This is an optimization exercise on Yosys and OpenROAD, whose aim is small area, not a production implementation. Function was checked by simulation only, so behaviour that the tests miss may differ from the original. Power figures rest on the tool's default switching activity, not on a simulated workload.

==> run K: inputs <==
==> flow/design.v (excerpt) <==
module ethernet_mac
(
    input  logic         clk,
    input  logic         rst_n,
    input  logic [31:0]  tx_data,
    input  logic [6:0]   tx_len,
    input  logic         tx_req,
    output logic         tx_ack,
    output logic [31:0]  rx_data,
    output logic [6:0]   rx_len,
    output logic         rx_last,
    output logic         rx_req,
    input  logic         rx_ack,
    output logic [7:0]   gmii_tx_d,
    output logic         gmii_tx_en,
    input  logic [7:0]   gmii_rx_d,
    input  logic         gmii_rx_dv,
    input  logic         gmii_rx_er,
    output logic [31:0]  tx_frame_count,
    output logic [31:0]  rx_drop_count
);
==> module rx_frame_buffer, before the edit <==
module rx_frame_buffer
(
    input  logic         clk,
    input  logic         rst_n,
    input  logic         store_wr_en,
    input  logic         store_start,
    input  logic [1:0]   store_lane,
    input  logic [7:0]   store_wr_byte,
    input  logic         store_commit,
    input  logic [6:0]   store_commit_len,
    output logic         store_busy,
    output logic [31:0]  rx_data,
    output logic [6:0]   rx_len,
    output logic         rx_last,
    output logic         rx_req,
    input  logic         rx_ack
);
    localparam int ring_len = 17;
    logic [3:0][7:0] ring [ring_len];
    logic [4:0]      rd_pos;         
    logic [4:0]      pos_inc;
    logic [3:0]      words_left;     
    logic            busy;
    logic            advance;
    logic [1:0]      last_lane;
    logic [3:0][7:0] word;
    assign store_busy = busy;
    assign last_lane  = rx_len[1:0] - 2'd1;
    assign rx_last    = words_left == 4'd0;
    assign advance    = busy && !store_commit && !rx_req && !rx_ack && !rx_last;
    always_ff @(posedge clk) begin
        for (int p = 0; p < ring_len; p++) begin
            for (int j = 0; j < 4; j++) begin
                if (p == j && store_wr_en && store_lane == 2'(j)) begin
                    ring[p][j] <= store_wr_byte;
                end else begin
                    ring[p][j] <= ring[(p + ring_len - 1) % ring_len][j];
                end
            end
        end
    end
    assign pos_inc = (rd_pos == 5'd16) ? 5'd0 : rd_pos + 5'd1;
    always_ff @(posedge clk) begin
        if (store_start) begin
            rd_pos <= 5'd0;
        end else if (advance) begin
            rd_pos <= (rd_pos >= 5'd3) ? rd_pos - 5'd3 : rd_pos + 5'd14;
        end else begin
            rd_pos <= pos_inc;
        end
    end
    always_comb begin
        word = ring[rd_pos];
        for (int b = 0; b < 4; b++) begin
            if (rx_last && 2'(b) > last_lane) begin
                word[b] = 8'h00;
            end
        end
    end
    assign rx_data = word;
    always_ff @(posedge clk) begin
        if (store_commit) begin
            words_left <= 4'((store_commit_len - 7'd1) >> 2);
            rx_len     <= store_commit_len;
        end else if (advance) begin
            words_left <= words_left - 4'd1;
        end
    end
    always_ff @(posedge clk or negedge rst_n) begin
        if (!rst_n) begin
            busy   <= 1'b0;
            rx_req <= 1'b0;
        end else if (store_commit) begin
            busy   <= 1'b1;
            rx_req <= 1'b1;
        end else if (rx_req && rx_ack) begin
            rx_req <= 1'b0;
        end else if (busy && !rx_req && !rx_ack) begin
            if (rx_last) begin
                busy <= 1'b0;
            end else begin
                rx_req <= 1'b1;
            end
        end
    end
endmodule
Settings: LEC_CHECK=0, CAP_MARGIN=20, CORE_MARGIN=2, CORE_UTILIZATION=40, CTS_BUF_LIST=sky130_fd_sc_hd__clkbuf_16, CTS_CLUSTER_DIAMETER=60, CTS_CLUSTER_SIZE=30, SLEW_MARGIN=20; clock period 8.0 ns.
standard.sh (not shown) runs the stock make flow with config.mk's settings and CLKGATE_MAP_FILE= SYNTH_SCRIPT=/design/flow/synth_recipe.tcl, a recipe that flattens the netlist after the stock synthesis.
==> flow/flow/run.sh <==
#!/bin/bash
# Standard layout with two changes: ports buffered with the smallest buffer,
# and clock tree synthesis without dummy loads.
set -euo pipefail
bash standard.sh \
  "BUFFER_PORTS_ARGS=-buffer_cell sky130_fd_sc_hd__buf_1" \
  "CTS_ARGS=-sink_clustering_enable -repair_clock_nets -dont_use_dummy_load -buf_list sky130_fd_sc_hd__clkbuf_8 -sink_clustering_size 16 -sink_clustering_max_diameter 35" \
  finish > flow.log 2>&1
==> run B (differences from run K) <==
--- a/flow/design.v
+++ b/flow/design.v
@@ -288,15 +288,16 @@
     localparam int ring_len = 17;
     logic [3:0][7:0] ring [ring_len];
-    logic [4:0]      rd_pos;         
-    logic [4:0]      pos_inc;
+    logic [3:0][7:0] tap [9];        
+    logic [3:0][7:0] word;           
+    logic [4:0]      next_pos;       
     logic [3:0]      words_left;     
     logic            busy;
     logic            advance;
+    logic            load;
     logic [1:0]      last_lane;
-    logic [3:0][7:0] word;
     assign store_busy = busy;
     assign last_lane  = rx_len[1:0] - 2'd1;
     assign rx_last    = words_left == 4'd0;
-    assign advance    = busy && !store_commit && !rx_req && !rx_ack && !rx_last;
+    assign advance    = busy && !rx_req && !rx_ack && !rx_last;
     always_ff @(posedge clk) begin
         for (int p = 0; p < ring_len; p++) begin
@@ -310,23 +311,30 @@
         end
     end
-    assign pos_inc = (rd_pos == 5'd16) ? 5'd0 : rd_pos + 5'd1;
     always_ff @(posedge clk) begin
         if (store_start) begin
-            rd_pos <= 5'd0;
-        end else if (advance) begin
-            rd_pos <= (rd_pos >= 5'd3) ? rd_pos - 5'd3 : rd_pos + 5'd14;
+            next_pos <= 5'd0;
+        end else if (store_commit || advance) begin
+            next_pos <= (next_pos >= 5'd3) ? next_pos - 5'd3 : next_pos + 5'd14;
         end else begin
-            rd_pos <= pos_inc;
+            next_pos <= (next_pos == 5'd16) ? 5'd0 : next_pos + 5'd1;
+        end
+    end
+    for (genvar t = 0; t < 9; t++) begin : g_tap
+        assign tap[t] = ring[2 * t];
+    end
+    assign load = !next_pos[0] && (!busy || !rx_req || rx_ack);
+    always_ff @(posedge clk) begin
+        if (load) begin
+            word <= tap[next_pos[4:1]];
         end
     end
     always_comb begin
-        word = ring[rd_pos];
+        rx_data = word;
         for (int b = 0; b < 4; b++) begin
             if (rx_last && 2'(b) > last_lane) begin
-                word[b] = 8'h00;
+                rx_data[8 * b +: 8] = 8'h00;
             end
         end
     end
-    assign rx_data = word;
     always_ff @(posedge clk) begin
         if (store_commit) begin
==> flow/flow/run.sh (replaced) <==
#!/bin/bash
# Standard layout with two changes: ports buffered with the smallest buffer,
# and clock tree synthesis without dummy loads.
set -euo pipefail
bash standard.sh \
  "BUFFER_PORTS_ARGS=-buffer_cell sky130_fd_sc_hd__buf_1" \
  "CTS_ARGS=-sink_clustering_enable -repair_clock_nets -dont_use_dummy_load -buf_list sky130_fd_sc_hd__clkbuf_16 -sink_clustering_size 40 -sink_clustering_max_diameter 50" \
  finish > flow.log 2>&1
Settings changed: CORE_UTILIZATION 40 to 60, CTS_BUF_LIST sky130_fd_sc_hd__clkbuf_16 to unset, CTS_CLUSTER_DIAMETER 60 to unset, CTS_CLUSTER_SIZE 30 to unset, PLACE_DENSITY set to 0.7.
==> summary of the runs <==
Combinational power: run B is higher than run K (about 55%). Between run B and run K, the lower via count is in run B (gap 16%, measured against run K). Of run K and run B, run B has the higher register-to-register slack (gap 370 ps). Against run B, the synthesized cell count of run K is larger by about 9%. Of run K and run B, run B has the higher worst setup slack (gap 1400 ps). First-iteration DRC count: run K is larger than run B (about 34%). In run B the flip-flop and latch count is higher than in run K, by 32. Of run B and run K, run K has the higher count of clock-buffer cells in the layout (gap 79). Between run B and run K, the lower die area is in run B (gap 35%, measured against run K).

-- static timing again, ports no longer ideal --
How much do the figures lean on ideal ports? The routed layouts below were timed once more, with nothing changed but the port constraints. Step 1 (the two cells are an assumption about what drives the block):
set clk [get_ports {clk}]
set_driving_cell -lib_cell sky130_fd_sc_hd__clkbuf_16 $clk
set_driving_cell -lib_cell sky130_fd_sc_hd__buf_2 [delete_from_list [all_inputs] $clk]
Step 2, shift: input delay + t, output delay - t, t = (earliest + latest rising clock arrival at the registers) / 2. This alone moves slack from input paths to output paths. Slacks: no drivers / after step 1 / after step 2; pairs: no drivers / after step 1.
| run | shift t [ns] | slack for setup (ns) | worst setup path at the end | worst data-port slew with drivers (ns) | cell pins on the clock port's net |
|---|---|---|---|---|---|
| run K | 0.835 | 1.832 / 1.770 / 2.605 | register to output | 0.08 | 1 |
| run B | 0.673 | 3.245 / 3.183 / 3.856 | register to output | 0.07 | 1 |
After both steps every run listed still meets setup and hold.
